What follows belongs to an exercise in optimizing a design on an open flow for small area; a production flow would make more cautious choices. Where RTL was checked, it was by simulation tests only, not by an equivalence proof against the original. The RTL of runs 1 and 2 was laid out without a check of its function. Power is estimated from default activity; no workload was simulated.

==> flow/design.v <==
module fir_mac_serial (
  input  logic               clk,
  input  logic               reset,
  input  logic               in_valid_i,
  output logic               in_ready_o,
  input  logic signed [15:0] in_data_i,
  input  logic               coef_we_i,
  input  logic [3:0]         coef_addr_i,
  input  logic signed [15:0] coef_data_i,
  output logic               coef_err_o,
  output logic               out_valid_o,
  output logic signed [15:0] out_data_o,
  output logic               busy_o
);
  localparam logic [2:0] S_INIT = 3'd0, S_IDLE = 3'd1, S_PEND = 3'd2,
                         S_WAIT = 3'd3, S_COMP = 3'd4, S_NEG = 3'd5,
                         S_OUTV = 3'd6;
  logic [2:0]   st;
  logic [7:0]   t;
  logic [3:0]   bm;
  logic         cerr;
  logic [255:0] hq;
  logic [15:0]  xq [0:15];
  logic [20:0]  r;
  logic         hb;
  logic init, idle, pend, wait_s, comp, neg, outv;
  assign init   = (st == S_INIT);
  assign idle   = (st == S_IDLE);
  assign pend   = (st == S_PEND);
  assign wait_s = (st == S_WAIT);
  assign comp   = (st == S_COMP);
  assign neg    = (st == S_NEG);
  assign outv   = (st == S_OUTV);
  logic [7:0] t_n;
  assign t_n = t + 8'd1;
  logic wr_ph, wr, acc;
  assign wr_ph      = (t[7:4] == 4'hf) && (t[3:0] == coef_addr_i);
  assign in_ready_o = idle && (!coef_we_i || wr_ph);
  assign busy_o     = !in_ready_o;
  assign wr         = coef_we_i && in_ready_o;
  assign acc        = in_valid_i && in_ready_o;
  logic k15, hi0, hif;
  assign k15 = (t[3:0] == bm);
  assign hi0 = (t_n[7:4] == 4'h0);
  assign hif = (t_n[7:4] == 4'hf);
  logic mac, shift, ins;
  logic [20:0] rm, add, sum;
  assign mac   = comp || neg;
  assign shift = comp && k15;
  assign rm    = (mac || pend) ? r : 21'd0;
  assign add   = idle ? {{5{in_data_i[15]}}, in_data_i} :
                 (mac && hb) ? {{5{xq[0][15] ^ neg}}, xq[0] ^ {16{neg}}} :
                 {6'd0, wait_s, 14'd0};
  assign ins   = init || (pend && k15);
  logic [16:0] cy;
  assign cy[0] = neg && hb;
  for (genvar b = 0; b < 16; b++) begin : g_add
    assign sum[b]  = rm[b] ^ add[b] ^ cy[b];
    assign cy[b+1] = (rm[b] & add[b]) | (rm[b] & cy[b]) | (add[b] & cy[b]);
  end
  assign sum[20:16] = rm[20:16] + add[20:16] + {4'd0, cy[16]};
  always_ff @(posedge clk) begin
    for (int q = 0; q < 255; q++) hq[q] <= hq[q+1];
    for (int m = 0; m < 15; m++) if (wr) hq[16*m+15] <= coef_data_i[m];
    hq[255] <= wr ? coef_data_i[15] : init ? (t == 8'd0) : hq[0];
    hb <= (bm == 4'hf) ? hq[1] : hq[8'(9'd256 - {5'd0, bm})];
    for (int s = 0; s < 15; s++) xq[s] <= xq[s+1];
    xq[15] <= ins ? r[15:0] : xq[0];
    r <= shift ? {sum[20], sum[20:1]} : sum;
  end
  always_ff @(posedge clk or posedge reset) begin
    if (reset) begin
      st   <= S_INIT;
      t    <= 8'd0;
      bm   <= 4'hf;
      cerr <= 1'b0;
    end else begin
      t    <= t_n;
      cerr <= coef_we_i && !in_ready_o;
      case (st)
        S_INIT: if (t == 8'hff) st <= S_IDLE;
        S_IDLE: if (acc) st <= S_PEND;
        S_PEND: if (k15) begin
          st <= S_WAIT;
          bm <= bm - 4'd1;
        end
        S_WAIT: if (k15 && hi0) st <= S_COMP;
        S_COMP: if (k15 && hif) st <= S_NEG;
        S_NEG:  if (k15) st <= S_OUTV;
        default: st <= S_IDLE;
      endcase
    end
  end
  logic ovf;
  assign ovf         = !((&r[20:15]) || !(|r[20:15]));
  assign out_data_o  = ovf ? {r[20], {15{!r[20]}}} : r[15:0];
  assign out_valid_o = outv;
  assign coef_err_o  = cerr;
endmodule
module fir_q15 (
  input  logic               clk,
  input  logic               reset,
  input  logic               in_valid_i,
  output logic               in_ready_o,
  input  logic signed [15:0] in_data_i,
  input  logic               coef_we_i,
  input  logic [3:0]         coef_addr_i,
  input  logic signed [15:0] coef_data_i,
  output logic               coef_err_o,
  output logic               out_valid_o,
  output logic signed [15:0] out_data_o,
  output logic               busy_o
);
  fir_mac_serial u_fir (
    .clk(clk), .reset(reset),
    .in_valid_i(in_valid_i), .in_ready_o(in_ready_o), .in_data_i(in_data_i),
    .coef_we_i(coef_we_i), .coef_addr_i(coef_addr_i), .coef_data_i(coef_data_i),
    .coef_err_o(coef_err_o),
    .out_valid_o(out_valid_o), .out_data_o(out_data_o), .busy_o(busy_o)
  );
endmodule
==> flow/run.sh <==
#!/bin/bash
# synth_recipe.tcl (not shown) runs the flow's synth.tcl, then flattens the netlist and writes it again
# the make line also repeats each setting of config.mk as NAME=value (left out here)
make -C /OpenROAD-flow-scripts/flow DESIGN_CONFIG=/design/flow/config.mk WORK_HOME=/design/flow/orfs CLKGATE_MAP_FILE= SYNTH_SCRIPT=/design/flow/synth_recipe.tcl finish
==> flow/config.mk <==
export PLATFORM = sky130hd
export DESIGN_NAME = fir_q15
export DESIGN_NICKNAME = fir_q15
export VERILOG_FILES = /design/flow/design.v
export SDC_FILE = /design/flow/constraint.sdc
export NUM_CORES = 4
export LEC_CHECK = 0
export CAP_MARGIN = 20
export CORE_MARGIN = 2
export CORE_UTILIZATION = 60
export CTS_BUF_LIST = sky130_fd_sc_hd__clkbuf_8
export CTS_CLUSTER_DIAMETER = 100
export CTS_CLUSTER_SIZE = 16
export SLEW_MARGIN = 20
==> flow/constraint.sdc <==
create_clock -name core_clock -period 10.0 [get_ports {clk}]
set_input_delay 2.0000 -clock core_clock [delete_from_list [all_inputs] [get_ports {clk}]]
set_output_delay 2.0000 -clock core_clock [all_outputs]
set_load 0.01 [all_outputs]
==> metrics.md, run 1 <==
| Metric | Value |
|---|---|
| Status | finished clean |
| Clock latency on the worst-skew pair | 570 ps |
| GRT Residual Overflow | 0 |
| Die Ht | about 160 um |
| Mapped Cells | roughly 900 |
| Max_slew headroom | about a third |
| Main area contributors after synthesis | dfxtp_1 77%, mux2_2 2.8%, fa_1 2.6% |
| Layout Skew | approximately 26 ps |
| RePlAce Congestion | 0.802 |
| Syn avg cell area | ~16 um^2 |
| Syn_nets | roughly 960 |
| Die area | approximately 24,000 um^2 |
| N_diodes | 0 |
| RSZ-0062 raised after global routing | true |
| Num CTS Buffers | 40 |
| Power after layout | 4950 uW |
| Final Instance Count excl. Fillers | between 1,000 and 1,500 |
| Fmax | roughly 0.1 GHz |
| Internal power | between 3000 and 4000 uW |
| CTS tree | done |
| Inst Count DP | between 1,000 and 1,500 |
| Combinational Power Share | about 15% |
| Switching fraction of total power | approximately a quarter |
| Syn-to-layout area delta | 10.9% |
| Cell family with most CP delay | adder cells |
| Most used DFF post-synth | dfxtp_1 |
| Clk sinks | 550 |
| Worst setup SP type | input pin |
| Critical Path End Type | flip-flop |
| Post-synth EDFFs | 0 |
| Vias in the first global route | around 6,400 |
| DR vias/cell | between 4 and 5 |
| Hold EP | u_fir.hq[162] |
| Worst-case vdd ir drop | 177 uV |
| Slowest stage delay, CP | 420 ps |
| Required time worst endpoint | approximately 10,000 ps |
| Synth cell types | 55 |
| Switch Pwr | roughly 1200 uW |
| Setup slack after layout | a little under 200 ps |
| Post-synthesis sequential area ratio | approximately 80% |
| Most used cell along the critical path | fa_2 |
| Critical path peak fanout | 2 |
| WL per Instance | 15.3 um |
| Reg-to-reg startpoint | u_fir.st[1] |
| Worst-margin pin slew | ~1000 ps |
| RR Endpoint | u_fir.r[19] |
| I/O pin count | 60 |
| First DRT Iteration DRCs | around 310 |
| Area share of the largest cell type after synthesis | 77.0% |
| CORE AREA | 22,700 um^2 |
| H-tree level count | 2 |
| Clk pwr share | ~20% |
| Final worst path period share | a little over nine tenths |
| Cell with the most instances after synthesis | dfxtp_1 |
| Worst Path Buf+Inv | 4 |
| Vias | around 6,200 |
| Nets@finish | between 1,000 and 1,500 |
| Min cycle time layout | approximately 9800 ps |
| Fraction of layout cells with a size suffix above 1 | between 10 and 15% |
| Hold Path Origin | u_fir.hq[163] |
| Fin area | around 15,000 um^2 |
| # setup viols final | 0 |
| Cell taking the most area after synthesis | dfxtp_1 |
| First-pass GRT wire length | around 32 mm |
| Worst R2R Setup Slack | between 400 and 500 ps |
| Hold Slack | roughly 320 ps |
| Rows | between 50 and 60 |
| Post-synthesis cell area | 13,900 um^2 |
| Sequential share of power | between 60% and 70% |
| Die Width | between 150 and 200 um |
| Leak pwr | roughly 0.0064 uW |
| Highest-delay cell along the critical path | fa_2 |
| CTS root buf | clkbuf_8 |
| Largest net degree at the start of global routing | 33 |
| HPWL after DPL | between 10 and 15 mm |
| DP Area | 14,700 um^2 |
| Initial core utilization | 61.2% |
| Max Cap Viol | 0 |
| Max-slew violations | 0 |
| Pwr per Cell Area | around 320 nW/um^2 |
| CTS clk-pin slew, worst paths | around 100 ps |
| Final WL | slightly below 20 mm |
| Pre-CTS WS | -683 ps |
| Ys async rst share | 2.91% |
| Fin. Hold Viols | 0 |
| Overall routing resource usage | roughly 16% |
| Top post-synthesis cells by count | 534 x dfxtp_1, 34 x mux2_2, 29 x inv_1, 22 x nand2_1, 20 x nor2b_1 |
| Initial antenna violation count | 1 |
| Synth warn | 2 |
| Min-Delay Path Class | reg -> reg |
| Register bit total from synthesis | 550 |
| PortBufs | a little under 60 |
| ANT nets after route | 0 |
| Type of the worst setup path | in -> reg |
| WP data arrival | 10,240 ps |
| Hold path depth | 0 |
| Pre-antenna DRT Iters | 4 |
| Clk buf depth | 3 |
| R2r worst-path depth | 30 |
| # DRC | 0 |
==> cells by family (layout without fill, tap and decap cells) <==
kind of cell             after synthesis  in the layout  share of synthesized area, %
flip-flops                           550            550                          79.9
XOR/XNOR                              24             24                          1.51
adder cells (fa/ha/maj)               26             26                          3.32
AND/OR/NAND/NOR                       92             92                          3.58
multiplexers                          57             57                          5.44
AO/OA/AOI/OAI                         81             81                          4.15
buffers and inverters                 59            145                          2.12
==> state kept, by name, indices dropped and copies added (netlist names) <==
name / cells
u_fir.t: 8
u_fir.st: 3
u_fir.hb: 1
u_fir.cerr: 1
u_fir.r: 21
u_fir.xq: 256
u_fir.hq: 256
u_fir.bm: 4
==> placed cells by master (no fill, tap or decap), drive strengths merged, types with 3 or more instances in the layout <==
master | synthesis | final
mux2 | 46 | 46
nand2 | 22 | 22
o21a | 14 | 14
buf | 21 | 10
nand3 | 6 | 6
clkbuf | 9 | 40
nand2b | 4 | 4
mux4 | 6 | 6
ha | 8 | 8
nor4 | 3 | 3
xnor2 | 19 | 19
nor2 | 14 | 14
a22o | 16 | 16
clkdlybuf4s50 | 0 | 58
nand4 | 5 | 5
xor2 | 5 | 5
dfstp | 4 | 4
dfxtp | 534 | 534
a21oi | 9 | 9
nor2b | 20 | 20
dfrtp | 12 | 12
o22ai | 16 | 16
mux2i | 5 | 5
inv | 29 | 35
fa | 18 | 18
o31ai | 3 | 3
nor3 | 6 | 6
o21ai | 8 | 8
==> stage by stage <==
stage,TNS [ps],utilization [%]
floorplan,0,-
global placement,-1120,64.9
detailed placement,-1720,64.9
CTS,0,67.8
global route,-71.4,67.8
finish,0,67.8
==> worst max path at each step <==
stage	end	slack, ps	startpoint	cells after the start
global placement	u_fir.r[19]	-550	in_data_i[0]	29
finish	u_fir.r[19]	200	in_data_i[0]	29
detailed placement	u_fir.r[19]	-680	in_data_i[0]	29
floorplan	u_fir.r[19]	4	in_data_i[0]	28
CTS	u_fir.r[19]	160	in_data_i[0]	29
global route	u_fir.r[19]	-70	in_data_i[0]	29
==> cell type report <==
class	instances	area [um^2]
flip-flops and latches	550	11100
fillers	1646	7310
multi-input cells	280	2560
repair buffers	68	659
clock buffers	40	551
well taps	285	357
inverters	29	109
clock inverters	8	67.6
==> metal layers <==
layer  routed length, um  GRT usage (%)  vias up
met5                  13              0        -
met4                 385           5.42        2
met3                 959           3.58       43
met2                8540           25.7      151
met1                9360           22.8     2970
li1                    -              -     3051
==> power groups by stage <==
stage	Combinational [uW]	Clock, uW	Sequential, uW
after CTS	754	1030	3220
after detailed placement	739	0	3260
final	745	996	3210
after floorplan	527	0	3130
after global routing	815	1120	3290
after global placement	719	0	3240
==> repair_timing <==
action / in CTS / in global routing
pin swaps: 23 / 24
buffers inserted: 4 / 1
hold buffers: 0 / 0
setup endpoints to repair: 1 / 2
gates resized for setup: 6 / 5
==> run 2: changes to the inputs <==
==> flow/flow/run.sh (new file) <==
#!/bin/bash
# The standard layout, with the port buffers made from the smallest buffer cell.
set -euo pipefail
export BUFFER_PORTS_ARGS="-buffer_cell sky130_fd_sc_hd__buf_1"
bash standard.sh > standard.log 2>&1
==> flow/standard.sh (new file) <==
#!/bin/bash
# synth_recipe.tcl (not shown) runs the flow's synth.tcl, then flattens the netlist and writes it again
# the make line also repeats each setting of config.mk as NAME=value (left out here)
make -C /OpenROAD-flow-scripts/flow DESIGN_CONFIG=/design/flow/config.mk WORK_HOME=/design/flow/orfs CLKGATE_MAP_FILE= SYNTH_SCRIPT=/design/flow/synth_recipe.tcl "${@:-finish}"
removed: flow/run.sh
==> run 2 against run 1 <==
Net effect: hold slack got worse by 3.2 ps; via count decreased by 1.2%; synthesized area unchanged; still clean; highest routed layer unchanged; critical path type unchanged; utilization decreased by 1.9 points; synthesized cell count unchanged; combinational power decreased by 12%; final area decreased by 2.8%; global-route usage decreased by 0.14 points; setup slack improved by 100 ps; largest cell class unchanged.
==> metrics.md, run 2 <==
| Metric | Value |
|---|---|
| Status | finished clean |
| Max_slew headroom | 30.2% (-2.3 points) |
| Highest-delay cell along the critical path | fa_2 |
| CTS resizes | 0 (-6) |
| Post-synthesis sequential area ratio | 79.9% (unchanged) |
| Synth warn | 2 (unchanged) |
| Pwr per Cell Area | 324 nW/um^2 (+0.80%) |
| Cell taking the most area after synthesis | dfxtp_1 |
| WP data arrival | 10,160 ps (-80 ps) |
| Initial antenna violation count | 1 (unchanged) |
| Slowest stage delay, CP | 410 ps (about the same) |
| Post-synth EDFFs | 0 (unchanged) |
| Hold Slack | 315 ps (-3.21 ps) |
| CTS root buf | clkbuf_8 |
| Die area | 24,400 um^2 (unchanged) |
| Syn avg cell area | 15.6 um^2 (unchanged) |
| Sequential share of power | 66.1% (+1.3 points) |
| Top post-synthesis cells by count | 534 x dfxtp_1, 34 x mux2_2, 29 x inv_1, 22 x nand2_1, 20 x nor2b_1 |
| Combinational Power Share | 13.6% (-1.5 points) |
| DP Area | 14,400 um^2 (-2.5%) |
| Area share of the largest cell type after synthesis | 77.0% (unchanged) |
| Clk sinks | 550 (unchanged) |
| Initial core utilization | 61.2% (unchanged) |
| CTS clk-pin slew, worst paths | 90 ps (about the same) |
| Fraction of layout cells with a size suffix above 1 | 12.9% (-1.1 points) |
| Worst-margin pin slew | 1040 ps (+34.0 ps) |
| Synth cell types | 55 (unchanged) |
| RSZ-0062 raised after global routing | false |
| Vias | 6,141 (-1.2%) |
| Post-CTS Setup Inserts | 0 (-4) |
| Clk pwr share | 20.3% (+0.2 points) |
| # DRC | 0 (unchanged) |
| Most used cell along the critical path | fa_2 |
| Critical path peak fanout | 2 (unchanged) |
| Area of the multi-input gates | 2540 um^2 (-0.68%) |
| Pre-antenna DRT Iters | 4 (unchanged) |
| First DRT Iteration DRCs | 398 (+29%) |
| Required time worst endpoint | 10,460 ps (+20 ps) |
| Main area contributors after synthesis | dfxtp_1 77%, mux2_2 2.8%, fa_1 2.6% |
| Die Width | 156 um (unchanged) |
| ANT nets after route | 0 (unchanged) |
| Max-slew violations | 0 (unchanged) |
| Largest regs | u_fir.hq: 256 flops, u_fir.xq: 256 flops, u_fir.r: 21 flops |
| # setup viols final | 0 (unchanged) |
| Fin area | 15,000 um^2 (-2.8%) |
| GRT Residual Overflow | 0 (unchanged) |
| RePlAce Congestion | 0.826 (+3.1%) |
| PortBufs | 59 (unchanged) |
| Final worst path period share | 97.0% (-1.0 points) |
| Fin. Hold Viols | 0 (unchanged) |
| Sequential cell area | 11,100 um^2 (unchanged) |
| Largest net degree at the start of global routing | 33 (unchanged) |
| Rows | 55 (unchanged) |
| Clk buf depth | 3 (unchanged) |
| Die Ht | 156 um (unchanged) |
| Nets@finish | 1,032 (-0.29%) |
| Most used DFF post-synth | dfxtp_1 |
| Max Cap Viol | 0 (unchanged) |
| Syn-to-layout area delta | 7.82% |
| Register bit total from synthesis | 550 (unchanged) |
| Cell with the most instances after synthesis | dfxtp_1 |
| CTS tree | done |
| Commonest non-fill, non-tap cell in the layout | dfxtp_1 |
| H-tree level count | 2 (unchanged) |
| CORE AREA | 22,700 um^2 (unchanged) |
| Leak pwr | 0.00616 uW (-3.1%) |
| Syn_nets | 955 (unchanged) |
| Overall routing resource usage | 16.2% (-0.14 points) |
| Fmax | 0.103 GHz (+1.1%) |
| Type of the worst setup path | in -> reg |
| WL per Instance | 14.9 um (-2.4%) |
| Internal power | 3650 uW (-2.3%) |
| Mapped Cells | 889 (unchanged) |
| Switch Pwr | 1200 uW (-1.0%) |
| HPWL after DPL | 11.7 mm (-0.49%) |
| Switching fraction of total power | 24.7% (+0.24 points) |
| I/O pin count | 60 (unchanged) |
| Cts-stage hold buffer count | 0 (unchanged) |
| DR vias/cell | 4.89 (-0.99%) |
| Worst setup SP type | input pin |
| Most frequent cells in the layout | 534 x dfxtp_1, 59 x buf_1, 40 x clkbuf_8, 34 x mux2_2, 32 x inv_1 |
| FILL cells | 1,672 (+1.6%) |
| Final WL | 18.8 mm (-2.6%) |
| Post-synthesis cell area | 13,900 um^2 (unchanged) |
| Min cycle time layout | 9700 ps (-103 ps) |
| Num CTS Buffers | 40 (unchanged) |
| Ys async rst share | 2.91% (unchanged) |
| Clock latency on the worst-skew pair | 560 ps (about the same) |
| Critical Path End Type | flip-flop |
| First-pass GRT wire length | 31.2 mm (-1.6%) |
| Layout Skew | 24.3 ps (-1.58 ps) |
| Min-Delay Path Class | reg -> reg |
| Vias in the first global route | 6,329 (-0.80%) |
| Worst-case vdd ir drop | 185 uV (+4.5%) |
## run 2: critical path: cells and delay by family
family	cells	cell delay [ps]
AOI/OAI and AO/OA	4	600
xor gates and xnor gates	2	260
adders and majority gates	18	6740
buffers and inverters	4	270
muxes	1	280
## run 2: metrics by stage
step                      util, %  worst slack (ps)  instances  power (uW)  setup TNS (ps)
after floorplan                 -              3.83        889        3660               0
after global placement       63.3              -196       1209        3880            -196
after detailed placement     63.3              -321       1209        3920            -393
after CTS                    65.9               291       1256        4920               0
after global routing         65.9              43.9       1256        5140               0
final                        65.9               301       1257        4850               0
## run 2: power by group through the flow
stage	logic [uW]	clock network, uW	registers [uW]
2_1_floorplan	527	0	3130
3_3_place_gp	642	0	3240
3_5_place_dp	663	0	3260
4_1_cts	668	1030	3220
5_1_grt	734	1110	3290
6_report	659	983	3210
## run 2: layer usage
layer	global-route usage [%]	vias to the layer above	routed length (um)
li1	-	3038	-
met1	23.1	2951	9210
met3	3.78	24	1110
met4	5.37	2	278
met2	24.7	126	8140
met5	0	-	13
## run 2: area by class of cell
class | count | share of cell area (%)
antenna | 1 | 0.0167
clock buffer | 40 | 3.68
clock inverter | 7 | 0.334
inverter | 29 | 0.727
multi-input combinational | 280 | 17.0
sequential | 550 | 74.1
tap | 285 | 2.38
timing repair buffer | 65 | 1.78
## run 2: kinds of logic (layout without fill, tap and decap cells)
kind of cell,count (synthesis),in the layout,share of synthesized area [%]
other cells,0,1,0
simple gates,92,92,3.58
xor+xnor,24,24,1.51
buf+inv,59,141,2.12
flops,550,550,79.9
mux,57,57,5.44
compound gates,81,81,4.15
fa+ha+maj,26,26,3.32
## run 2: path summary, 6_finish.rpt
| check | endpoint | slack, ps | cells after the start | startpoint |
|---|---|---|---|---|
| max | u_fir.r[19] | 300 | 29 | in_data_i[0] |
| min | u_fir.xq[4][15] | 310 | 0 | u_fir.xq[5][15] |
| max reg2reg | u_fir.r[19] | 450 | 30 | u_fir.st[1] |
| min reg2reg | u_fir.xq[4][15] | 310 | 0 | u_fir.xq[5][15] |
| max in group asynchronous | u_fir.st[1] | 8140 | 2 | reset |
| min in group asynchronous | u_fir.t[3] | 1460 | 2 | reset |
==> run 3: changes to the inputs <==
--- a/flow/design.v
+++ b/flow/design.v
@@ -31,18 +31,16 @@
   assign comp   = (st == S_COMP);
   assign neg    = (st == S_NEG);
   assign outv   = (st == S_OUTV);
-  logic [7:0] t_n;
-  assign t_n = t + 8'd1;
   logic wr_ph, wr, acc;
-  assign wr_ph      = (t[7:4] == 4'hf) && (t[3:0] == coef_addr_i);
+  assign wr_ph      = thf && (t[3:0] == coef_addr_i);
   assign in_ready_o = idle && (!coef_we_i || wr_ph);
   assign busy_o     = !in_ready_o;
   assign wr         = coef_we_i && in_ready_o;
   assign acc        = in_valid_i && in_ready_o;
-  logic k15, hi0, hif;
+  logic k15, th0, thf;
   assign k15 = (t[3:0] == bm);
-  assign hi0 = (t_n[7:4] == 4'h0);
-  assign hif = (t_n[7:4] == 4'hf);
+  assign th0 = (t[7:4] == 4'h0);
+  assign thf = (t[7:4] == 4'hf);
   logic mac, shift, ins;
   logic [20:0] rm, add, sum;
   assign mac   = comp || neg;
@@ -59,11 +57,15 @@
     assign cy[b+1] = (rm[b] & add[b]) | (rm[b] & cy[b]) | (add[b] & cy[b]);
   end
   assign sum[20:16] = rm[20:16] + add[20:16] + {4'd0, cy[16]};
+  logic [15:0] taps;
+  for (genvar i = 0; i < 16; i++) begin : g_tap
+    assign taps[i] = hq[(256 - i) % 256];
+  end
   always_ff @(posedge clk) begin
     for (int q = 0; q < 255; q++) hq[q] <= hq[q+1];
     for (int m = 0; m < 15; m++) if (wr) hq[16*m+15] <= coef_data_i[m];
     hq[255] <= wr ? coef_data_i[15] : init ? (t == 8'd0) : hq[0];
-    hb <= (bm == 4'hf) ? hq[1] : hq[8'(9'd256 - {5'd0, bm})];
+    hb <= taps[bm];
     for (int s = 0; s < 15; s++) xq[s] <= xq[s+1];
     xq[15] <= ins ? r[15:0] : xq[0];
     r <= shift ? {sum[20], sum[20:1]} : sum;
@@ -75,7 +77,7 @@
       bm   <= 4'hf;
       cerr <= 1'b0;
     end else begin
-      t    <= t_n;
+      t    <= t + 8'd1;
       cerr <= coef_we_i && !in_ready_o;
       case (st)
         S_INIT: if (t == 8'hff) st <= S_IDLE;
@@ -84,8 +86,8 @@
           st <= S_WAIT;
           bm <= bm - 4'd1;
         end
-        S_WAIT: if (k15 && hi0) st <= S_COMP;
-        S_COMP: if (k15 && hif) st <= S_NEG;
+        S_WAIT: if (k15 && th0) st <= S_COMP;
+        S_COMP: if (k15 && thf) st <= S_NEG;
         S_NEG:  if (k15) st <= S_OUTV;
         default: st <= S_IDLE;
       endcase
==> flow/run.sh (new file) <==
#!/bin/bash
# synth_recipe.tcl (not shown) runs the flow's synth.tcl, then flattens the netlist and writes it again
# the make line also repeats each setting of config.mk as NAME=value (left out here)
make -C /OpenROAD-flow-scripts/flow DESIGN_CONFIG=/design/flow/config.mk WORK_HOME=/design/flow/orfs CLKGATE_MAP_FILE= SYNTH_SCRIPT=/design/flow/synth_recipe.tcl finish
removed: flow/flow/run.sh
removed: flow/standard.sh
==> run 3 against run 2 <==
Net effect: still clean; die area down 2.6%; non-clock buffer count up 2; total power down 34%; final cell count up 0.48%; fmax down 0.66%; register-to-register slack better by 310 ps; sequential cell count unchanged; setup slack worse by 64 ps; final area up 0.58%; synthesized cell count up 0.22%; highest routed layer is now met4.
==> metrics.md, run 3 <==
| Metric | Value |
|---|---|
| Post-synth EDFFs | 0 (unchanged) |
| FILL cells | 1,548 (-7.4%) |
| Clk sinks | 550 (unchanged) |
| DR vias/cell | 4.78 (-2.2%) |
| Final WL | 18.7 mm (-0.27%) |
| Fin. Hold Viols | 0 (unchanged) |
| Register bit total from synthesis | 550 (unchanged) |
| Syn avg cell area | 15.2 um^2 (-2.9%) |
| Worst-margin pin slew | 1090 ps (+50.8 ps) |
| Initial antenna violation count | 0 (-1) |
| Cell taking the most area after synthesis | dfxtp_1 |
| CTS root buf | clkbuf_8 |
| ANT nets after route | 0 (unchanged) |
| Hold Path Origin | u_fir.xq[1][13] |
| CORE AREA | 22,000 um^2 (-3.3%) |
| Critical Path End Type | flip-flop |
| Most used DFF post-synth | dfxtp_1 |
| Commonest non-fill, non-tap cell in the layout | dfxtp_1 |
| HPWL after DPL | 11.7 mm (-0.19%) |
| First DRT Iteration DRCs | 178 (-55%) |
| Post-CTS Setup Inserts | 0 (unchanged) |
| First-pass GRT wire length | 31.4 mm (+0.51%) |
| Mapped Cells | 891 (+0.22%) |
| Vias | 6,033 (-1.8%) |
| PortBufs | 59 (unchanged) |
| Max Cap Viol | 0 (unchanged) |
| Highest-delay cell along the critical path | fa_1 |
| Clock latency on the worst-skew pair | 580 ps (+20 ps) |
| Nets@finish | 1,041 (+0.87%) |
| Min-Delay Path Class | reg -> reg |
| Most frequent cells in the layout | 534 x dfxtp_1, 59 x clkdlybuf4s50_1, 53 x inv_1, 40 x clkbuf_8, 34 x nand2_1 |
| Largest net degree at the start of global routing | 32 (-3.0%) |
| H-tree level count | 2 (unchanged) |
| Type of the worst setup path | in -> reg |
| Slowest stage delay, CP | 430 ps (+20 ps) |
| Critical path peak fanout | 2 (unchanged) |
| Vias in the first global route | 6,264 (-1.0%) |
| Fraction of layout cells with a size suffix above 1 | 10.8% (-2.1 points) |
| Leak pwr | 0.00624 uW (+1.3%) |
| Final worst path period share | 97.6% (+0.64 points) |
| Area share of the largest cell type after synthesis | 79.1% (+2.1 points) |
| Post-synthesis sequential area ratio | 82.1% (+2.2 points) |
| CTS clk-pin slew, worst paths | 110 ps (+20 ps) |
| Cell with the most instances after synthesis | dfxtp_1 |
| Synth cell types | 41 (-25%) |
| Required time worst endpoint | 10,460 ps (about the same) |
| Largest regs | u_fir.hq: 256 flops, u_fir.xq: 256 flops, u_fir.r: 21 flops |
| Die Ht | 154 um (-1.3%) |
| Reg-to-reg startpoint | u_fir.st[1] |
| Pre-CTS WS | -650 ps (-328 ps) |
| Most used cell along the critical path | fa_1 |
| Max_slew headroom | 27.3% (-3.0 points) |
| # DRC | 0 (unchanged) |
| Worst setup SP type | input pin |
| Top post-synthesis cells by count | 534 x dfxtp_1, 48 x inv_1, 34 x nand2_1, 31 x mux2_2, 30 x nor2_1 |
| Initial core utilization | 61.5% (+0.38 points) |
| Rows | 54 (-1.8%) |
| Fmax | 0.102 GHz (-0.66%) |
| Overall routing resource usage | 16.6% (+0.37 points) |
| Clk buf depth | 3 (unchanged) |
| Syn_nets | 956 (+0.10%) |
| Status | finished clean |
| WL per Instance | 14.8 um (-0.75%) |
| CTS tree | done |
| Syn-to-layout area delta | 11.5% |
| Hold EP | u_fir.xq[0][13] |
| N_diodes | 0 (-1) |
| RePlAce Congestion | 0.806 (-2.5%) |
| Sequential cell area | 11,100 um^2 (unchanged) |
| I/O pin count | 60 (unchanged) |
| Synth warn | 2 (unchanged) |
| Cts-stage hold buffer count | 0 (unchanged) |
| Num CTS Buffers | 40 (unchanged) |
| Min cycle time layout | 9760 ps (+64.0 ps) |
| GRT Residual Overflow | 0 (unchanged) |
| Die Width | 154 um (-1.3%) |
| Worst-case vdd ir drop | 157 uV (-15%) |
| Ys async rst share | 2.91% (unchanged) |
| Worst R2R Setup Slack | 760 ps (+310 ps) |
| # setup viols final | 0 (unchanged) |
| R2r worst-path depth | 32 (+6.7%) |
| Area of the multi-input gates | 2170 um^2 (-15%) |
| Max-slew violations | 0 (unchanged) |
| Die area | 23,700 um^2 (-2.6%) |
| Post-synthesis cell area | 13,500 um^2 (-2.7%) |
| Setup slack after layout | 237 ps (-64.0 ps) |
| WP data arrival | 10,220 ps (+60 ps) |
| Hold path depth | 0 (unchanged) |
| Hold Slack | 318 ps (+3.23 ps) |
| Pwr per Cell Area | 212 nW/um^2 (-34%) |
| Main area contributors after synthesis | dfxtp_1 79%, fa_1 2.7%, mux2_2 2.6% |
| Power after layout | 3200 uW (-34%) |
| Pre-antenna DRT Iters | 5 (+1) |
| Layout Skew | 28.1 ps (+3.79 ps) |
| RR Endpoint | u_fir.r[19] |
run 3: cell types whose count changed after synthesis, sizes merged, moves of 14 or more:
cell,change
inv,+19
o21a,-14
nor2b,-17
o21ai,+15
nor2,+16
buf,-15
run 3: how the worst max path moves through the flow:
stage,start,end,cells after the start
after global placement,in_data_i[0],u_fir.r[19],31
final,in_data_i[0],u_fir.r[19],31
after floorplan,in_data_i[0],u_fir.r[19],30
after detailed placement,in_data_i[0],u_fir.r[19],31
after global routing,in_data_i[0],u_fir.r[19],31
after CTS,in_data_i[0],u_fir.r[19],31
run 3: worst max-delay path: cells and delay by family:
family	cells	cell delay, ps
fa+ha+maj	18	6380
xor+xnor	2	250
compound gates	4	590
buf+inv	6	710
mux	1	280
run 3: cells by family (layout without fill, tap and decap cells):
logic type / count (synthesis) / count (layout) / share of synthesized area (%)
xor gates and xnor gates: 21 / 21 / 1.36
adders and majority gates: 25 / 25 / 3.31
AOI/OAI and AO/OA: 85 / 85 / 3.91
and+or+nand+nor: 97 / 97 / 3.37
buffers and inverters: 72 / 164 / 2.07
muxes: 41 / 41 / 3.86
DFF: 550 / 550 / 82.1
run 3: area by class of cell:
class | count | share of cell area, %
Clock buffer | 40 | 3.65
Multi-Input combinational cell | 269 | 14.4
Clock inverter | 9 | 0.382
Timing Repair Buffer | 67 | 4.34
Inverter | 48 | 1.20
Sequential cell | 550 | 73.7
Tap cell | 280 | 2.33
run 3: per-layer routing:
metal | share of wire, % | global-route usage, %
met2 | 44 | 25.4
met4 | 2.4 | 6.23
met1 | 48 | 23.2
met3 | 5.0 | 3.89
met5 | 0 | 0
run 3: per-stage QoR:
stage	utilization (%)	setup TNS, ps	area [um^2]	std cells
floorplan	-	0	13500	891
global placement	65.6	-745	14400	1213
detailed placement	65.7	-1640	14400	1214
CTS	68.5	0	15000	1263
global route	68.6	-19.7	15100	1263
finish	68.6	0	15100	1263
run 3: what timing repair did:
action / 4_1_cts / 5_1_grt
endpoints found under the setup margin: 1 / 2
resized for setup: 2 / 6
endpoints found under the hold margin: 0 / 0
pin swaps: 0 / 0
run 3: power breakdown:
group / internal, uW / leakage (uW) / switching [uW]
Clock: 372 / 0.000331 / 614
Sequential: 2190 / 0.00449 / 0.0662
Combinational: 14.8 / 0.00142 / 6.41
Total: 2580 / 0.00624 / 620
==> run 4: changes to the inputs <==
==> flow/flow/run.sh (new file) <==
#!/bin/bash
# The standard layout, with the port buffers made from the smallest buffer cell.
set -euo pipefail
export BUFFER_PORTS_ARGS="-buffer_cell sky130_fd_sc_hd__buf_1"
bash standard.sh > standard.log 2>&1
==> flow/standard.sh (new file) <==
#!/bin/bash
# synth_recipe.tcl (not shown) runs the flow's synth.tcl, then flattens the netlist and writes it again
# the make line also repeats each setting of config.mk as NAME=value (left out here)
make -C /OpenROAD-flow-scripts/flow DESIGN_CONFIG=/design/flow/config.mk WORK_HOME=/design/flow/orfs CLKGATE_MAP_FILE= SYNTH_SCRIPT=/design/flow/synth_recipe.tcl "${@:-finish}"
--- a/flow/config.mk
+++ b/flow/config.mk
@@ -7,8 +7,9 @@
 export LEC_CHECK = 0
 export CAP_MARGIN = 20
 export CORE_MARGIN = 2
-export CORE_UTILIZATION = 60
+export CORE_UTILIZATION = 70
 export CTS_BUF_LIST = sky130_fd_sc_hd__clkbuf_8
-export CTS_CLUSTER_DIAMETER = 100
+export CTS_CLUSTER_DIAMETER = 60
 export CTS_CLUSTER_SIZE = 16
+export PLACE_DENSITY = 0.85
 export SLEW_MARGIN = 20
removed: flow/run.sh
==> run 4 against run 3 <==
Net effect: highest routed layer unchanged; largest cell class unchanged; critical path type unchanged; clock skew grew 2.3 ps; first-iteration DRC count grew 34%; non-clock buffer count shrank 1.
==> metrics.md, run 4 <==
| Metric | Value |
|---|---|
| Status | finished clean |
| Ys async rst share | 2.91% (unchanged) |
| Post-CTS Setup Inserts | 0 (unchanged) |
| First-pass GRT wire length | 32.4 mm (+3.2%) |
| Hold Path Origin | u_fir.hq[19] |
| Initial antenna violation count | 1 (+1) |
| Worst R2R Setup Slack | 490 ps (-270 ps) |
| Worst setup SP type | input pin |
| Hold path depth | 0 (unchanged) |
| DR vias/cell | 4.92 (+3.0%) |
| Max_slew headroom | 26.7% (-0.53 points) |
| Worst-case vdd ir drop | 212 uV (+35%) |
| Min cycle time layout | 9680 ps (-79.3 ps) |
| Fin. Hold Viols | 0 (unchanged) |
| Clk buf depth | 3 (unchanged) |
| Post-synthesis cell area | 13,500 um^2 (unchanged) |
| Leak pwr | 0.00610 uW (-2.2%) |
| Setup slack after layout | 316 ps (+79.3 ps) |
| Die Ht | 143 um (-7.2%) |
| Synth cell types | 41 (unchanged) |
| H-tree level count | 2 (unchanged) |
| CTS tree | done |
| Fmax | 0.103 GHz (+0.82%) |
| # setup viols final | 0 (unchanged) |
| Post-synth EDFFs | 0 (unchanged) |
| Layout Skew | 30.4 ps (+2.28 ps) |
| Type of the worst setup path | in -> reg |
| Commonest non-fill, non-tap cell in the layout | dfxtp_1 |
| Overall routing resource usage | 21.0% (+4.4 points) |
| CTS root buf | clkbuf_8 |
| Clk sinks | 550 (unchanged) |
| Vias in the first global route | 6,341 (+1.2%) |
| CTS clk-pin slew, worst paths | 100 ps (about the same) |
| Critical path peak fanout | 2 (unchanged) |
| PortBufs | 59 (unchanged) |
| First DRT Iteration DRCs | 238 (+34%) |
| Cell with the most instances after synthesis | dfxtp_1 |
| I/O pin count | 60 (unchanged) |
| Pre-antenna DRT Iters | 4 (-1) |
| Cts-stage hold buffer count | 0 (unchanged) |
| Main area contributors after synthesis | dfxtp_1 79%, fa_1 2.7%, mux2_2 2.6% |
| Syn-to-layout area delta | 8.60% |
| Most frequent cells in the layout | 534 x dfxtp_1, 59 x buf_1, 53 x inv_1, 40 x clkbuf_8, 34 x nand2_1 |
| RSZ-0062 raised after global routing | false |
| Min-Delay Path Class | reg -> reg |
| WL per Instance | 16.5 um (+11%) |
| Fraction of layout cells with a size suffix above 1 | 10.3% (-0.51 points) |
| RR Endpoint | u_fir.r[19] |
| Die area | 20,400 um^2 (-14%) |
| Synth warn | 2 (unchanged) |
| Syn_nets | 956 (unchanged) |
| Slowest stage delay, CP | 420 ps (about the same) |
| Most used DFF post-synth | dfxtp_1 |
| Max-slew violations | 0 (unchanged) |
| ANT nets after route | 0 (unchanged) |
| Initial core utilization | 71.8% (+10 points) |
| Die Width | 143 um (-7.2%) |
| Final WL | 20.5 mm (+9.5%) |
| Critical Path End Type | flip-flop |
| Nets@finish | 1,040 (-0.096%) |
| Area share of the largest cell type after synthesis | 79.1% (unchanged) |
| WP data arrival | 10,150 ps (-70 ps) |
| Register bit total from synthesis | 550 (unchanged) |
| Largest regs | u_fir.hq: 256 flops, u_fir.xq: 256 flops, u_fir.r: 21 flops |
| Cell taking the most area after synthesis | dfxtp_1 |
| GRT Residual Overflow | 0 (unchanged) |
| Max Cap Viol | 0 (unchanged) |
| Highest-delay cell along the critical path | fa_1 |
| Mapped Cells | 891 (unchanged) |
| Syn avg cell area | 15.2 um^2 (unchanged) |
| Most used cell along the critical path | fa_1 |
| Vias | 6,122 (+1.5%) |
| R2r worst-path depth | 32 (unchanged) |
| Num CTS Buffers | 40 (unchanged) |
| Setup TNS Final | 0 ps (unchanged) |
| Pwr per Cell Area | 220 nW/um^2 (+3.7%) |
| Rows | 50 (-7.4%) |
| Post-synthesis sequential area ratio | 82.1% (unchanged) |
| Final worst path period share | 96.8% (-0.79 points) |
| RePlAce Congestion | 0.793 (-1.5%) |
| Required time worst endpoint | 10,470 ps (about the same) |
| Top post-synthesis cells by count | 534 x dfxtp_1, 48 x inv_1, 34 x nand2_1, 31 x mux2_2, 30 x nor2_1 |
| # DRC | 0 (unchanged) |
| Reg-to-reg startpoint | u_fir.st[1] |
| Pre-CTS WS | -269 ps (+381 ps) |
| HPWL after DPL | 12.8 mm (+9.6%) |
| Clock latency on the worst-skew pair | 570 ps (about the same) |
| Hold EP | u_fir.hq[18] |
| Worst-margin pin slew | 1090 ps (+7.02 ps) |
| CORE AREA | 18,800 um^2 (-14%) |
| Largest net degree at the start of global routing | 32 (unchanged) |
-- run 4: how the worst max path moves through the flow --
stage / startpoint / endpoint / slack (ps) / cells after the start
6_report: in_data_i[0] / u_fir.r[19] / 320 / 31
5_1_grt: in_data_i[0] / u_fir.r[19] / 50 / 31
4_1_cts: in_data_i[0] / u_fir.r[19] / 240 / 31
3_5_place_dp: in_data_i[0] / u_fir.r[19] / -270 / 31
3_3_place_gp: in_data_i[0] / u_fir.r[19] / -80 / 31
2_1_floorplan: in_data_i[0] / u_fir.r[19] / 190 / 30
-- run 4: layer usage --
metal / vias up / global-route usage (%) / routed length, um
met5: - / 0 / 0
met2: 132 / 33.8 / 9680
met3: 40 / 4.93 / 1090
met4: 0 / 7.92 / 546
li1: 3015 / - / -
met1: 2935 / 28.0 / 9170
-- run 4: area by class of cell --
cell class / instances / area (um^2)
Sequential cell: 550 / 11100
Fill cell: 1051 / 4160
Multi-Input combinational cell: 269 / 2160
Clock buffer: 40 / 551
Tap cell: 260 / 325
Timing Repair Buffer: 66 / 274
Inverter: 48 / 180
Clock inverter: 10 / 85.1
Antenna cell: 1 / 2.50
-- run 4: stage by stage --
stage	instances	util, %	power [uW]	hold WS [ps]	area (um^2)
after global routing	1243	77.9	3330	325	14700
final	1244	77.9	3230	320	14700
after detailed placement	1193	74.4	2250	312	14000
after floorplan	891	-	2240	310	13500
after global placement	1193	74.4	2250	310	14000
after CTS	1243	77.8	3250	318	14700
-- run 4: worst max-delay path: cells and delay by family --
family / cells / cell delay [ps]
fa+ha+maj: 18 / 6530
compound gates: 4 / 600
buf+inv: 6 / 370
xor+xnor: 2 / 330
mux: 1 / 300
-- run 4: where the power goes --
group / leakage, uW / switching (uW) / total [uW] / internal, uW
Sequential: 0.00449 / 0.110 / 2190 / 2190
Combinational: 0.00127 / 6.82 / 11.6 / 4.75
Clock: 0.000343 / 630 / 1030 / 398
Total: 0.00610 / 637 / 3230 / 2590
-- run 4: kinds of logic (layout without fill, tap and decap cells) --
kind of cell	count (synthesis)	after routing	share of synthesized area, %
AOI/OAI and AO/OA	85	85	3.91
xor gates and xnor gates	21	21	1.36
adders and majority gates	25	25	3.31
buffers and inverters	72	164	2.07
DFF	550	550	82.1
muxes	41	41	3.86
other	0	1	0
and+or+nand+nor	97	97	3.37
-- run 4: repair_timing --
item                                    in CTS  in global routing
resized for setup                            0                  3
endpoints found under the setup margin       0                  1
endpoints found under the hold margin        0                  0
==> run 5: changes to the inputs <==
==> flow/config.mk (replaced) <==
export PLATFORM = sky130hd
export DESIGN_NAME = fir_q15
export DESIGN_NICKNAME = fir_q15
export VERILOG_FILES = /design/flow/design.v
export SDC_FILE = /design/flow/constraint.sdc
export NUM_CORES = 4
export LEC_CHECK = 0
export CAP_MARGIN = 20
export CORE_MARGIN = 2
export CORE_UTILIZATION = 60
export CTS_BUF_LIST = sky130_fd_sc_hd__clkbuf_4
export CTS_CLUSTER_DIAMETER = 40
export CTS_CLUSTER_SIZE = 8
export SLEW_MARGIN = 20
==> run 5 against run 4 <==
Net effect: hold slack worse by 11 ps; final cell count up 5.3%; synthesized cell count stayed put; count of clock-buffer cells in the layout rose by 46; non-clock buffer count fell by 1; first-iteration DRC count grew 55%; register-to-register slack hardly changed.
==> metrics.md, run 5 <==
| Metric | Value |
|---|---|
| Status | finished clean |
| Most used cell along the critical path | fa_1 |
| Area share of the largest cell type after synthesis | 79.1% (unchanged) |
| Leak pwr | 0.00622 uW (+1.9%) |
| CTS resizes | 0 (unchanged) |
| Required time worst endpoint | 10,570 ps (+100 ps) |
| Commonest non-fill, non-tap cell in the layout | dfxtp_1 |
| Max_slew headroom | 52.4% (+26 points) |
| First DRT Iteration DRCs | 369 (+55%) |
| Nets@finish | 1,079 (+3.8%) |
| # DRC | 0 (unchanged) |
| Worst-case vdd ir drop | 183 uV (-14%) |
| RePlAce Congestion | 0.801 (+0.98%) |
| Post-layout util | 67.6% (-10 points) |
| Slowest stage delay, CP | 420 ps (about the same) |
| Final worst path period share | 96.1% (-0.70 points) |
| Worst setup SP type | input pin |
| I/O pin count | 60 (unchanged) |
| Post-synth EDFFs | 0 (unchanged) |
| ANT nets after route | 0 (unchanged) |
| # setup viols final | 0 (unchanged) |
| WL per Instance | 14.7 um (-10%) |
| Inst Count DP | 1,212 (+1.6%) |
| Max Cap Viol | 0 (unchanged) |
| Overall routing resource usage | 17.1% (-3.9 points) |
| RSZ-0062 raised after global routing | false |
| Post-synthesis sequential area ratio | 82.1% (unchanged) |
| Cts-stage hold buffer count | 0 (unchanged) |
| Syn avg cell area | 15.2 um^2 (unchanged) |
| Synth warn | 2 (unchanged) |
| Setup TNS Final | 0 ps (unchanged) |
| Num CTS Buffers | 80 (+100%) |
| Most frequent cells in the layout | 534 x dfxtp_1, 86 x clkbuf_4, 59 x buf_1, 48 x inv_1, 34 x nand2_1 |
| CORE AREA | 22,000 um^2 (+17%) |
| Critical Path End Type | flip-flop |
| Highest-delay cell along the critical path | fa_1 |
| Die area | 23,700 um^2 (+16%) |
| Die Width | 154 um (+7.8%) |
| Fraction of layout cells with a size suffix above 1 | 14.8% (+4.5 points) |
| Top post-synthesis cells by count | 534 x dfxtp_1, 48 x inv_1, 34 x nand2_1, 31 x mux2_2, 30 x nor2_1 |
| Vias | 6,273 (+2.5%) |
| GRT Residual Overflow | 0 (unchanged) |
| Syn-to-layout area delta | 9.80% |
| WP data arrival | 10,180 ps (+30 ps) |
| Worst-margin pin slew | 712 ps (-383 ps) |
| Synth cell types | 41 (unchanged) |
| Fmax | 0.104 GHz (+0.73%) |
| Pre-antenna DRT Iters | 4 (unchanged) |
| DR vias/cell | 4.79 (-2.7%) |
| Syn_nets | 956 (unchanged) |
| Pwr per Cell Area | 225 nW/um^2 (+2.1%) |
| CTS tree | done |
| Min-Delay Path Class | reg -> reg |
| Post-CTS Setup Inserts | 0 (unchanged) |
| First-pass GRT wire length | 32.4 mm (-0.13%) |
| Cell taking the most area after synthesis | dfxtp_1 |
| Type of the worst setup path | in -> reg |
| CTS clk-pin slew, worst paths | 80 ps (-20 ps) |
| Post-synthesis cell area | 13,500 um^2 (unchanged) |
| Clk sinks | 550 (unchanged) |
| H-tree level count | 3 (+1) |
| Largest net degree at the start of global routing | 32 (unchanged) |
| Min cycle time layout | 9610 ps (-70.2 ps) |
| Largest regs | u_fir.hq: 256 flops, u_fir.xq: 256 flops, u_fir.r: 21 flops |
| Initial antenna violation count | 1 (unchanged) |
| Clock latency on the worst-skew pair | 690 ps (+120 ps) |
| Rows | 54 (+8.0%) |
| Cell with the most instances after synthesis | dfxtp_1 |
| Critical path peak fanout | 2 (unchanged) |
| CTS root buf | clkbuf_4 |
| Most used DFF post-synth | dfxtp_1 |
| Final WL | 19.3 mm (-5.7%) |
| Main area contributors after synthesis | dfxtp_1 79%, fa_1 2.7%, mux2_2 2.6% |
| Clk buf depth | 3 (unchanged) |
| Die Ht | 154 um (+7.8%) |
| HPWL after DPL | 11.5 mm (-10%) |
| Register bit total from synthesis | 550 (unchanged) |
| Power after layout | 3330 uW (+3.2%) |
| Hold Slack | 309 ps (-11.0 ps) |
| Fin. Hold Viols | 0 (unchanged) |
| Layout Skew | 37.0 ps (+6.62 ps) |
| Vias in the first global route | 6,773 (+6.8%) |
| PortBufs | 59 (unchanged) |
| Final Instance Count excl. Fillers | 1,310 (+5.3%) |
| Mapped Cells | 891 (unchanged) |
| Max-slew violations | 0 (unchanged) |
| Initial core utilization | 61.5% (-10 points) |
| Ys async rst share | 2.91% (unchanged) |
## run 5: worst paths after layout
check                                startpoint               to  slack (ps)  cells after the start
worst max-delay path               in_data_i[0]      u_fir.r[19]         390                     31
worst min-delay path            u_fir.xq[15][3]  u_fir.xq[14][3]         310                      0
worst max register to register      u_fir.st[1]      u_fir.r[19]         500                     32
worst min register to register  u_fir.xq[15][3]  u_fir.xq[14][3]         310                      0
max in group asynchronous                 reset      u_fir.st[1]        8180                      2
min in group asynchronous                 reset       u_fir.t[0]        1350                      2
## run 5: report_power, final
part           internal (uW)  total, uW  switching, uW
Combinational           4.75       11.3           6.58
Sequential              2190       2190          0.170
Clock                    481       1130            650
## run 5: area by class of cell
cell class / instances / area, um^2
multi-input combinational: 269 / 2160
clock inverter: 11 / 131
fill: 1578 / 7120
inverter: 48 / 180
antenna: 1 / 2.50
timing repair buffer: 65 / 267
tap: 280 / 350
sequential: 550 / 11100
clock buffer: 86 / 646
## run 5: through the flow
step	cell area, um^2	worst slack, ps
global placement	14000	-133
floorplan	13500	185
CTS	14800	337
global route	14800	40.0
detailed placement	14000	-253
finish	14800	386
## run 5: kinds of logic (layout without fill, tap and decap cells)
family | Yosys count | in the layout | share of synthesized area, %
other | 0 | 1 | 0
multiplexers | 41 | 41 | 3.86
adder cells (fa/ha/maj) | 25 | 25 | 3.31
XOR/XNOR | 21 | 21 | 1.36
buffers and inverters | 72 | 210 | 2.07
AND/OR/NAND/NOR | 97 | 97 | 3.37
flip-flops | 550 | 550 | 82.1
AO/OA/AOI/OAI | 85 | 85 | 3.91
## run 5: routing by layer
metal | global-route usage (%) | wire [um] | share of wire [%] | up-vias
met1 | 23.4 | 9410 | 49 | 2948
met5 | 0 | 0 | 0 | -
met4 | 8.86 | 463 | 2.4 | 0
li1 | - | - | - | 3112
met3 | 4.65 | 938 | 4.9 | 49
met2 | 25.3 | 8510 | 44 | 164
## run 5: critical path: cells and delay by family
kind / cells / cell delay (ps)
fa+ha+maj: 18 / 6630
compound gates: 4 / 610
buf+inv: 6 / 390
mux: 1 / 280
xor+xnor: 2 / 260
==> run 6: changes to the inputs <==
==> flow/config.mk (replaced) <==
export PLATFORM = sky130hd
export DESIGN_NAME = fir_q15
export DESIGN_NICKNAME = fir_q15
export VERILOG_FILES = /design/flow/design.v
export SDC_FILE = /design/flow/constraint.sdc
export NUM_CORES = 4
export LEC_CHECK = 0
export CAP_MARGIN = 20
export CORE_MARGIN = 2
export CORE_UTILIZATION = 70
export CTS_BUF_LIST = sky130_fd_sc_hd__clkbuf_16
export CTS_CLUSTER_DIAMETER = 50
export CTS_CLUSTER_SIZE = 30
export SLEW_MARGIN = 20
==> run 6 against run 5 <==
Net effect: still clean on timing, DRC and antenna; count of clock-buffer cells in the layout is 49 lower; fmax decreased by 1.4%; clock skew shrank 10 ps; wire length is 10% higher; non-clock buffer count rose by 1; sequential power barely moved; total power rose by 13%; critical path depth did not move; synthesized cell count did not move; utilization is 14 points higher; sequential share of layout area decreased by 2.3 points; critical path type unchanged; highest routed layer unchanged.
==> metrics.md, run 6 <==
| Metric | Value |
|---|---|
| CORE AREA | 18,800 um^2 (-14%) |
| CTS clk-pin slew, worst paths | 90 ps (about the same) |
| Combinational Power Share | 0.3% (about the same) |
| Max Cap Viol | 0 (unchanged) |
| PortBufs | 59 (unchanged) |
| N_diodes | 0 (-1) |
| Fmax | 0.103 GHz (-1.4%) |
| Hold Path Origin | u_fir.hq[234] |
| Critical Path End Type | flip-flop |
| Largest net degree at the start of global routing | 32 (unchanged) |
| Sequential share of power | 58.3% (-7.4 points) |
| CTS tree | done |
| Register bit total from synthesis | 550 (unchanged) |
| Hold path depth | 0 (unchanged) |
| Clk buf depth | 3 (unchanged) |
| Cell with the most instances after synthesis | dfxtp_1 |
| Critical path peak fanout | 2 (unchanged) |
| Area share of the largest cell type after synthesis | 79.1% (unchanged) |
| Max_slew headroom | 50.5% (-1.9 points) |
| Worst-margin pin slew | 740 ps (+28.2 ps) |
| Top post-synthesis cells by count | 534 x dfxtp_1, 48 x inv_1, 34 x nand2_1, 31 x mux2_2, 30 x nor2_1 |
| Die area | 20,400 um^2 (-14%) |
| Initial core utilization | 71.8% (+10 points) |
| Fin. Hold Viols | 0 (unchanged) |
| Syn-to-layout area delta | 13.3% |
| WL per Instance | 16.9 um (+15%) |
| Rows | 50 (-7.4%) |
| # setup viols final | 0 (unchanged) |
| Switch Pwr | 801 uW (+22%) |
| Syn avg cell area | 15.2 um^2 (unchanged) |
| Max-slew violations | 0 (unchanged) |
| Worst-case vdd ir drop | 205 uV (+12%) |
| Main area contributors after synthesis | dfxtp_1 79%, fa_1 2.7%, mux2_2 2.6% |
| Type of the worst setup path | in -> reg |
| Internal power | 2950 uW (+10%) |
| Num CTS Buffers | 36 (-55%) |
| Die Width | 143 um (-7.2%) |
| Most used DFF post-synth | dfxtp_1 |
| Status | finished clean |
| Layout Skew | 26.8 ps (-10.2 ps) |
| Overall routing resource usage | 21.5% (+4.4 points) |
| Reg-to-reg startpoint | u_fir.st[1] |
| Post-synthesis sequential area ratio | 82.1% (unchanged) |
| Switching fraction of total power | 21.3% (+1.6 points) |
| ANT nets after route | 0 (unchanged) |
| Slowest stage delay, CP | 430 ps (about the same) |
| # DRC | 0 (unchanged) |
| Leak pwr | 0.00637 uW (+2.3%) |
| Post-synth EDFFs | 0 (unchanged) |
| Highest-delay cell along the critical path | fa_1 |
| Post-CTS Setup Inserts | 0 (unchanged) |
| I/O pin count | 60 (unchanged) |
| Final Instance Count excl. Fillers | 1,257 (-4.0%) |
| Setup slack after layout | 252 ps (-135 ps) |
| Commonest non-fill, non-tap cell in the layout | dfxtp_1 |
| Final worst path period share | 97.5% (+1.3 points) |
| Pre-antenna DRT Iters | 5 (+1) |
| Clk sinks | 550 (unchanged) |
| First DRT Iteration DRCs | 362 (-1.9%) |
| First-pass GRT wire length | 34.2 mm (+5.5%) |
| Vias in the first global route | 6,704 (-1.0%) |
| Final WL | 21.3 mm (+10%) |
| Mapped Cells | 891 (unchanged) |
| CTS root buf | clkbuf_16 |
| Synth warn | 2 (unchanged) |
| Cell family with most CP delay | adder cells |
| Vias | 6,319 (+0.73%) |
| Most frequent cells in the layout | 534 x dfxtp_1, 59 x buf_1, 49 x inv_1, 37 x clkbuf_16, 34 x nand2_1 |
| Ys async rst share | 2.91% (unchanged) |
| Required time worst endpoint | 10,420 ps (-150 ps) |
| R2r worst-path depth | 32 (unchanged) |
| Die Ht | 143 um (-7.2%) |
| Clk pwr share | 41.4% (+7.4 points) |
| Cell taking the most area after synthesis | dfxtp_1 |
| WP data arrival | 10,170 ps (about the same) |
| Fraction of layout cells with a size suffix above 1 | 12.0% (-2.7 points) |
| Min cycle time layout | 9750 ps (+135 ps) |
| GRT Residual Overflow | 0 (unchanged) |
| Most used cell along the critical path | fa_1 |
| Pre-CTS WS | -462 ps (-209 ps) |
| Hold EP | u_fir.hq[233] |
| Initial antenna violation count | 0 (-1) |
| Crit path from | in_data_i[0] |
| Inst Count DP | 1,193 (-1.6%) |
| Synth cell types | 41 (unchanged) |
| RePlAce Congestion | 0.835 (+4.2%) |
| DR vias/cell | 5.03 (+5.0%) |
| Post-synthesis cell area | 13,500 um^2 (unchanged) |
| Worst Path Buf+Inv | 6 (unchanged) |
| RR Endpoint | u_fir.r[19] |
| Pwr per Cell Area | 245 nW/um^2 (+9.2%) |
| Syn_nets | 956 (unchanged) |
| Nets@finish | 1,036 (-4.0%) |
| Worst R2R Setup Slack | 370 ps (-130 ps) |
| Clock latency on the worst-skew pair | 520 ps (-170 ps) |
| Largest regs | u_fir.hq: 256 flops, u_fir.xq: 256 flops, u_fir.r: 21 flops |
| HPWL after DPL | 12.2 mm (+5.3%) |
| H-tree level count | 2 (-1) |
| Min-Delay Path Class | reg -> reg |
| RSZ-0062 raised after global routing | false |
| Worst setup SP type | input pin |
[run 6: changes by cell type in the layout (fill, tap and decap cells not counted), sizes merged]
cell | before | now
clkinvlp | 1 | 2
inv | 51 | 63
bufinv | 3 | 1
buf | 65 | 66
clkbuf | 86 | 37
diode | 1 | 0
clkinv | 4 | 9
[run 6: final cells by class]
| cell class | count | area (um^2) |
|---|---|---|
| Sequential cell | 550 | 11100 |
| Fill cell | 985 | 3520 |
| Multi-Input combinational cell | 269 | 2170 |
| Clock buffer | 37 | 926 |
| Clock inverter | 27 | 337 |
| Tap cell | 260 | 325 |
| Timing Repair Buffer | 66 | 274 |
| Inverter | 48 | 180 |
[run 6: worst max path at each step]
| stage | endpoint | slack (ps) | depth (start not counted) |
|---|---|---|---|
| 5_1_grt | u_fir.r[19] | 50 | 31 |
| 6_report | u_fir.r[19] | 250 | 31 |
| 2_1_floorplan | u_fir.r[19] | 190 | 30 |
| 3_3_place_gp | u_fir.r[19] | -110 | 31 |
| 3_5_place_dp | u_fir.r[19] | -460 | 31 |
| 4_1_cts | u_fir.r[19] | 120 | 31 |
[run 6: kinds of logic (layout without fill, tap and decap cells)]
kind of cell	Yosys count	count (layout)	share of synthesized area (%)
xor+xnor	21	21	1.36
mux	41	41	3.86
buf+inv	72	178	2.07
flops	550	550	82.1
fa+ha+maj	25	25	3.31
compound gates	85	85	3.91
simple gates	97	97	3.37
[run 6: per-layer routing]
metal / global-route usage [%] / wire length, um
met5: 0 / 0
met3: 3.69 / 961
met1: 28.6 / 9420
met4: 7.30 / 571
met2: 36.1 / 10300
[run 6: power by group through the flow]
stage | registers (uW) | logic [uW] | clock network (uW)
finish | 2190 | 11.9 | 1550
detailed placement | 2240 | 11.8 | 0
global route | 2190 | 13.3 | 1660
global placement | 2240 | 11.2 | 0
floorplan | 2240 | 3.35 | 0
CTS | 2190 | 12.2 | 1580
[run 6: timing repair]
item	in CTS	in global routing
setup endpoints to repair	0	1
hold buffers	0	0
gates resized for setup	0	4
[run 6: stage by stage]
step / hold slack (ps) / setup TNS (ps) / util (%) / cell area, um^2 / power [uW]
after CTS: 323 / 0 / 81.2 / 15300 / 3780
final: 317 / 0 / 81.3 / 15300 / 3750
after detailed placement: 312 / -702 / 74.5 / 14000 / 2250
after floorplan: 310 / 0 / - / 13500 / 2240
after global placement: 310 / -107 / 74.4 / 14000 / 2250
after global routing: 320 / 0 / 81.3 / 15300 / 3870
==> run 7: changes to the inputs <==
==> flow/flow/run.sh (replaced) <==
#!/bin/bash
# The standard layout, with the port buffers made from the smallest buffer cell
# and the clock tree built from fewer, larger sink clusters.
set -euo pipefail
export BUFFER_PORTS_ARGS="-buffer_cell sky130_fd_sc_hd__buf_1"
export CTS_ARGS="-sink_clustering_enable -repair_clock_nets -sink_clustering_size 20 -sink_clustering_max_diameter 50 -buf_list sky130_fd_sc_hd__clkbuf_8 -dont_use_dummy_load"
bash standard.sh > standard.log 2>&1
==> flow/config.mk (replaced) <==
export PLATFORM = sky130hd
export DESIGN_NAME = fir_q15
export DESIGN_NICKNAME = fir_q15
export VERILOG_FILES = /design/flow/design.v
export SDC_FILE = /design/flow/constraint.sdc
export NUM_CORES = 4
export LEC_CHECK = 0
export CAP_MARGIN = 20
export CORE_MARGIN = 2
export CORE_UTILIZATION = 60
export SLEW_MARGIN = 20
==> run 7 against run 6 <==
Net effect: hold slack got worse by 15 ps; fmax increased by 0.87%; sequential share of layout area increased by 3.7 points; wire length decreased by 13%; die area increased by 16%; total power decreased by 17%; synthesized area unchanged; final cell count decreased by 0.64%.
==> metrics.md, run 7 <==
| Metric | Value |
|---|---|
| Status | finished clean |
| Critical Path End Type | flip-flop |
| Fin area | 14,600 um^2 (-4.8%) |
| ANT nets after route | 0 (unchanged) |
| Post-layout util | 66.3% (-15 points) |
| RSZ-0062 raised after global routing | false |
| CTS clk-pin slew, worst paths | 110 ps (+20 ps) |
| Register bit total from synthesis | 550 (unchanged) |
| WL per Instance | 14.9 um (-12%) |
| Die area | 23,700 um^2 (+16%) |
| Largest net degree at the start of global routing | 32 (unchanged) |
| Most used cell along the critical path | fa_1 |
| Slowest stage delay, CP | 420 ps (about the same) |
| Clk sinks | 550 (unchanged) |
| CORE AREA | 22,000 um^2 (+17%) |
| Post-synthesis cell area | 13,500 um^2 (unchanged) |
| Fraction of layout cells with a size suffix above 1 | 9.70% (-2.3 points) |
| # setup viols final | 0 (unchanged) |
| Syn-to-layout area delta | 7.82% |
| Die Ht | 154 um (+7.8%) |
| Max_slew headroom | 26.9% (-24 points) |
| Required time worst endpoint | 10,450 ps (+30 ps) |
| Initial antenna violation count | 0 (unchanged) |
| Nets@finish | 1,036 (unchanged) |
| Initial core utilization | 61.5% (-10 points) |
| Min cycle time layout | 9660 ps (-83.9 ps) |
| Max Cap Viol | 0 (unchanged) |
| DR vias/cell | 4.80 (-4.6%) |
| # DRC | 0 (unchanged) |
| Worst R2R Setup Slack | 490 ps (+120 ps) |
| FILL cells | 1,587 (+61%) |
| Worst setup SP type | input pin |
| Top post-synthesis cells by count | 534 x dfxtp_1, 48 x inv_1, 34 x nand2_1, 31 x mux2_2, 30 x nor2_1 |
| Mapped Cells | 891 (unchanged) |
| Final WL | 18.6 mm (-13%) |
| Rows | 54 (+8.0%) |
| PortBufs | 59 (unchanged) |
| Overall routing resource usage | 16.2% (-5.3 points) |
| Syn avg cell area | 15.2 um^2 (unchanged) |
| Largest regs | u_fir.hq: 256 flops, u_fir.xq: 256 flops, u_fir.r: 21 flops |
| WP data arrival | 10,110 ps (-60 ps) |
| CTS tree | done |
| Final worst path period share | 96.6% (-0.84 points) |
| Sequential cell area | 11,100 um^2 (about the same) |
| Fmax | 0.103 GHz (+0.87%) |
| GRT Residual Overflow | 0 (unchanged) |
| N_diodes | 0 (unchanged) |
| Worst-case vdd ir drop | 163 uV (-21%) |
| CTS root buf | clkbuf_8 |
| Cts-stage hold buffer count | 0 (unchanged) |
| Commonest non-fill, non-tap cell in the layout | dfxtp_1 |
| Vias | 5,993 (-5.2%) |
| Min-Delay Path Class | reg -> reg |
| Worst-margin pin slew | 1090 ps (+355 ps) |
| HPWL after DPL | 11.5 mm (-5.0%) |
| Area of the multi-input gates | 2170 um^2 (-0.23%) |
| RePlAce Congestion | 0.801 (-4.0%) |
| Post-synthesis sequential area ratio | 82.1% (unchanged) |
| Cell with the most instances after synthesis | dfxtp_1 |
| Most frequent cells in the layout | 534 x dfxtp_1, 59 x buf_1, 48 x inv_1, 37 x clkbuf_8, 34 x nand2_1 |
| Vias in the first global route | 6,242 (-6.9%) |
| Main area contributors after synthesis | dfxtp_1 79%, fa_1 2.7%, mux2_2 2.6% |
| Area share of the largest cell type after synthesis | 79.1% (unchanged) |
| Type of the worst setup path | in -> reg |
| Die Width | 154 um (+7.8%) |
| Critical path peak fanout | 2 (unchanged) |
| Highest-delay cell along the critical path | fa_1 |
| Pre-antenna DRT Iters | 4 (-1) |
| DP Area | 14,000 um^2 (about the same) |
| Fin. Hold Viols | 0 (unchanged) |
| Synth cell types | 41 (unchanged) |
| Pwr per Cell Area | 214 nW/um^2 (-13%) |
| Power after layout | 3120 uW (-17%) |
| Clk buf depth | 3 (unchanged) |
| Num CTS Buffers | 37 (+2.8%) |
| First DRT Iteration DRCs | 265 (-27%) |
| Ys async rst share | 2.91% (unchanged) |
| Clock latency on the worst-skew pair | 560 ps (+40 ps) |
| First-pass GRT wire length | 30.7 mm (-10%) |
| Layout Skew | 67.2 ps (+40.5 ps) |
| Setup TNS Final | 0 ps (unchanged) |
| Post-synth EDFFs | 0 (unchanged) |
| I/O pin count | 60 (unchanged) |
| H-tree level count | 2 (unchanged) |
| Synth warn | 2 (unchanged) |
| Syn_nets | 956 (unchanged) |
| Leak pwr | 0.00602 uW (-5.5%) |
| Cell taking the most area after synthesis | dfxtp_1 |
| Max-slew violations | 0 (unchanged) |
| Most used DFF post-synth | dfxtp_1 |
==> run 7: cell count changes in the layout (fill, tap and decap cells not counted), sizes merged <==
cell,delta
inv,-15
clkinvlp,-2
buf,-1
bufinv,-1
clkinv,-9
==> run 7: through the flow <==
stage	cells	setup WS [ps]	hold WS, ps
after floorplan	891	185	310
after CTS	1249	312	298
final	1249	336	302
after global routing	1249	45.6	308
after detailed placement	1212	-253	312
after global placement	1212	-133	310
==> run 7: worst max-delay path, delay by kind of cell <==
family | cells | cell delay (ps)
multiplexers | 1 | 280
XOR/XNOR | 2 | 260
AO/OA/AOI/OAI | 4 | 610
buffers and inverters | 6 | 400
adder cells (fa/ha/maj) | 18 | 6530
==> run 7: timing repair <==
item,CTS,global route
endpoints found under the setup margin,0,1
gates resized for setup,0,3
setup buffers,0,0
==> run 7: worst paths after layout <==
path                               startpoint            end  cells past startpoint
worst max-delay path             in_data_i[0]    u_fir.r[19]                     31
worst min-delay path            u_fir.hq[149]  u_fir.hq[148]                      0
worst max register to register    u_fir.st[1]    u_fir.r[19]                     32
worst min register to register  u_fir.hq[149]  u_fir.hq[148]                      0
max in group asynchronous               reset    u_fir.st[1]                      2
min in group asynchronous               reset     u_fir.cerr                      2
==> run 7: cell families after synthesis <==
family	after synthesis	share of synthesized area [%]
AO/OA/AOI/OAI	85	3.91
XOR/XNOR	21	1.36
adder cells (fa/ha/maj)	25	3.31
buffers and inverters	72	2.07
flip-flops	550	82.1
multiplexers	41	3.86
AND/OR/NAND/NOR	97	3.37
==> run 7: area by class of cell <==
cell class,count,area share [%]
Sequential cell,550,76.2
Multi-Input combinational cell,269,14.9
Clock buffer,37,3.50
Tap cell,280,2.40
Timing Repair Buffer,65,1.83
Inverter,48,1.24
==> run 7: report_power, final <==
group / internal, uW / total (uW) / switching (uW)
Sequential: 2190 / 2190 / 0.156
Clock: 334 / 920 / 586
Combinational: 4.75 / 11.2 / 6.47
==> run 7: layer usage <==
layer	vias to the layer above	routed length [um]	GRT usage [%]	part of all wire (%)
li1	2983	-	-	-
met1	2813	9170	23.2	49
met2	141	7810	24.2	42
met3	56	1020	3.33	5.5
met4	0	575	7.12	3.1
met5	-	0	0	0

==> afterwards: timing with drivers on the ports <==
The results above use ideal ports. As a check the final layouts listed here were re-extracted and re-timed, cells and wires unchanged. Step 1: set_driving_cell puts a clkbuf_16 on clk and a buf_2 on each other input, an assumption about the parent block. Step 2 also shifts input and output timing later by t, the mid clock arrival at the registers, as if the neighbouring blocks saw the same clock. Three values: no drivers, after step 1, after step 2; two values: the first two.
| run | t, ns | slack for setup (ns) | worst setup path after step 2 | worst data-port slew with drivers (ns) |
|---|---|---|---|---|
| run 1 | 0.593 | 0.198 / 0.203 / -0.390 | input to register | 0.07 |
| run 2 | 0.591 | 0.301 / 0.321 / -0.270 | input to register | 0.07 |
| run 3 | 0.607 | 0.237 / 0.258 / -0.349 | input to register | 0.04 |
| run 4 | 0.597 | 0.316 / 0.311 / -0.286 | input to register | 0.09 |
| run 5 | 0.707 | 0.386 / 0.401 / -0.306 | input to register | 0.04 |
| run 6 | 0.557 | 0.252 / 0.277 / -0.280 | input to register | 0.04 |
| run 7 | 0.565 | 0.336 / 0.352 / -0.213 | input to register | 0.04 |
With both steps, setup timing fails in every run listed, where it was met with ideal ports. The setup slack of run 5, which loses most, moves by +0.015 ns with the drivers and by -0.692 ns with both steps.
